This design comes from an exercise in tuning for small area, a short achievable clock period and few clock cycles per item on the open sky130 flow, not from production work.
Only simulation tests tie the RTL to the original design; equivalence was not proved.

## iteration_palette_gradient_top
module iteration_palette_gradient_top (
   input  logic             clock,
   input  logic             reset,
   input  logic             req_valid,
   output logic             req_ready,
   input  logic [15:0]      req_iteration_count,
   output logic             rsp_valid,
   input  logic             rsp_ready,
   output logic [7:0]       rsp_red,
   output logic [7:0]       rsp_green,
   output logic [7:0]       rsp_blue,
   input  logic             csr_wr_en,
   input  logic [15:0]      csr_wr_data
);
clock: 9.5 ns
lec_check: 0
cap_margin: 20
core_margin: 2
core_utilization: 40
cts_cluster_diameter: 90
cts_cluster_size: 22
setup_slack_margin: 5
slew_margin: 20
standard.sh (not shown) runs the stock make flow with config.mk's settings and CLKGATE_MAP_FILE= SYNTH_SCRIPT=/design/flow/synth_recipe.tcl, a recipe that flattens the netlist after the stock synthesis.
==> flow/flow/run.sh <==
#!/bin/bash
set -euo pipefail
MARGIN=$(cat flow/margin.txt)
bash standard.sh synth > synth.log 2>&1
bash standard.sh SETUP_SLACK_MARGIN=$MARGIN finish > layout.log 2>&1
==> flow/flow/margin.txt <==
6.35
Testbench counts at the start, summed over its fixed seeds: cycles 4,928, items 4,800.
==> next run, changes <==
==> flow/flow/margin.txt (replaced) <==
6.45
=>
- The changed run passed the timing, DRC and antenna checks
- flip-flop and latch count is unchanged
- first-iteration DRC count is higher by 15%
- cell area rose by 2.4%
- worst setup slack is worse by 0.079 ns
- routed wire length goes up by 6.1%
- global-route usage climbs by 0.34 points
- area after synthesis is unchanged
- via count increases by 2.8%
- register-to-register slack improved by 0.02 ns

* * *

iteration_palette_gradient_top, a different RTL version from the one above (not shown whole).
Size in the first run: roughly 5100 cells after synthesis, ~790 flip-flops.
Settings: LEC_CHECK=0, CAP_MARGIN=20, CORE_MARGIN=2, CORE_UTILIZATION=40, SETUP_SLACK_MARGIN=5, SLEW_MARGIN=20; clock period 9.5 ns.
==> flow/flow/margin.txt <==
6.5
Scripts as last shown in full above: flow/flow/run.sh
The starting point completed with no timing, DRC or antenna violations.
Testbench counts at the start, summed over its fixed seeds: cycles 4,928, items 4,800.
Next try:
PLACE_DENSITY = 0.7   (was not set)
Outcome: Synthesized cell count stays the same; non-clock buffer count fell by 30; area after synthesis stays the same; via count is about the same; clock-buffer cell count fell by 22; worst setup slack gets better by 0.011 ns; critical path depth rose by 10; cell area fell by about 0.7%.
Next try:
==> flow/flow/margin.txt (replaced) <==
6.35
PLACE_DENSITY = not set   (was 0.7)
Sequential cell count does not change.
Register-to-register slack improved by 0.06 ns.
Worst setup slack got worse by 0.032 ns.
Fmax falls slightly.
Design area falls by a few percent.
Final cell count falls slightly.
Core utilization falls by 1.0 points.
Next try:
==> flow/flow/margin.txt (replaced) <==
7.0
After rerunning: Die area stays the same; worst setup slack got worse by 0.0042 ns; wire length rises by 21%; utilization climbs by 8.1 points; synthesized cell count does not change; cell count rises by 8.9%; via count grows by 11%.

* * *

RTL: one of the versions met above, not the one the previous note started from.
Size in the first run: about 790 flip-flops, ~63 I/O pins, ~56000 um^2 of cells after synthesis.
Design iteration_palette_gradient_top, start of the top module:
module iteration_palette_gradient_top (
   input  logic             clock,
   input  logic             reset,
   input  logic             req_valid,
   output logic             req_ready,
   input  logic [15:0]      req_iteration_count,
   output logic             rsp_valid,
   input  logic             rsp_ready,
   output logic [7:0]       rsp_red,
   output logic [7:0]       rsp_green,
   output logic [7:0]       rsp_blue,
   input  logic             csr_wr_en,
   input  logic [15:0]      csr_wr_data
);
Settings: LEC_CHECK=0, CAP_MARGIN=20, CORE_MARGIN=2, CORE_UTILIZATION=40, SETUP_SLACK_MARGIN=5, SLEW_MARGIN=20; clock period 9.5 ns.
==> flow/flow/margin.txt <==
6.2
Scripts as last shown in full above: flow/flow/run.sh
Testbench counts at the start, summed over its fixed seeds: cycles 4,928, items 4,800.
Rerun with:
==> flow/flow/margin.txt (replaced) <==
6.35
CORE_UTILIZATION = 58   (was 40)
PLACE_DENSITY = 0.65   (was default)
=>
- cell area came out lower slightly
- global-route usage is higher by 7.9 points
- final cell count decreases by a little under a tenth
- core utilization went up by 20 points
- setup slack improves by 0.12 ns
Rerun with:
==> flow/flow/margin.txt (replaced) <==
6.25
CORE_UTILIZATION = 40   (was 58)
CTS_CLUSTER_DIAMETER = 90   (was default)
CTS_CLUSTER_SIZE = 22   (was default)
PLACE_DENSITY = default   (was 0.65)
Result: Worst hold slack is better by 0.0051 ns. Critical path depth does not change. Via count fell by 2.2%. Die area is higher by 44%. Synthesized area is unchanged. Non-clock buffer count is lower by 49. First-iteration DRC count went down by 21%. Worst setup slack got worse by 0.068 ns. Sequential cell count does not change.
Rerun with:
==> flow/flow/margin.txt (replaced) <==
6.35
CTS_CLUSTER_DIAMETER = default   (was 90)
CTS_CLUSTER_SIZE = default   (was 22)
Non-clock buffer count falls by 7.
Clock skew falls by 0.017 ns.
Cell count rises slightly.
Critical path depth stays the same.
Routed wire length rises by a few percent.
Register-to-register slack improved by 0.04 ns.

==> afterwards: timing with drivers on the ports <==
Ports are ideal in the flow. The routed layouts listed here were re-timed in OpenROAD.
Step 1 assumes that a clkbuf_16 drives the clock port and a buf_2 every other input.
Step 2 times the ports against the registers' clock, not the clock port: input delays grow and output delays shrink by t, the midpoint of the rising clock arrivals with the driver on.
Three values: ideal ports, drivers, drivers and shift; two values: the first two.
run	t, ns	slack for setup (ns)	hold slack, ns	slew at the worst register clock pin (ns)
the first run of note 1	0.730	6.363 / 6.288 / 5.995	0.397 / 0.397 / 0.397	0.10 / 0.10
the second run of note 1	0.750	6.284 / 6.198 / 6.011	0.418 / 0.418 / 0.418	0.10 / 0.10
the first run of note 2	0.762	6.370 / 6.298 / 6.028	0.348 / 0.348 / 0.348	0.07 / 0.07
the second run of note 2	0.748	6.381 / 6.310 / 5.980	0.416 / 0.416 / 0.416	0.06 / 0.06
the third run of note 2	0.763	6.348 / 6.276 / 5.797	0.343 / 0.343 / 0.343	0.06 / 0.06
the fourth run of note 2	0.768	6.344 / 6.272 / 6.267	0.378 / 0.378 / 0.378	0.06 / 0.06
the first run of note 3	0.787	6.276 / 6.186 / 5.739	0.410 / 0.410 / 0.410	0.07 / 0.07
the second run of note 3	0.752	6.393 / 6.319 / 5.776	0.403 / 0.403 / 0.403	0.07 / 0.07
the third run of note 3	0.721	6.325 / 6.251 / 5.734	0.408 / 0.408 / 0.408	0.10 / 0.10
the fourth run of note 3	0.765	6.340 / 6.263 / 6.001	0.397 / 0.397 / 0.397	0.06 / 0.06
After both steps setup and hold are still met in every run listed. For the second run of note 3, which loses most, drivers alone change the setup slack by -0.074 ns; drivers and shift together by -0.617 ns.
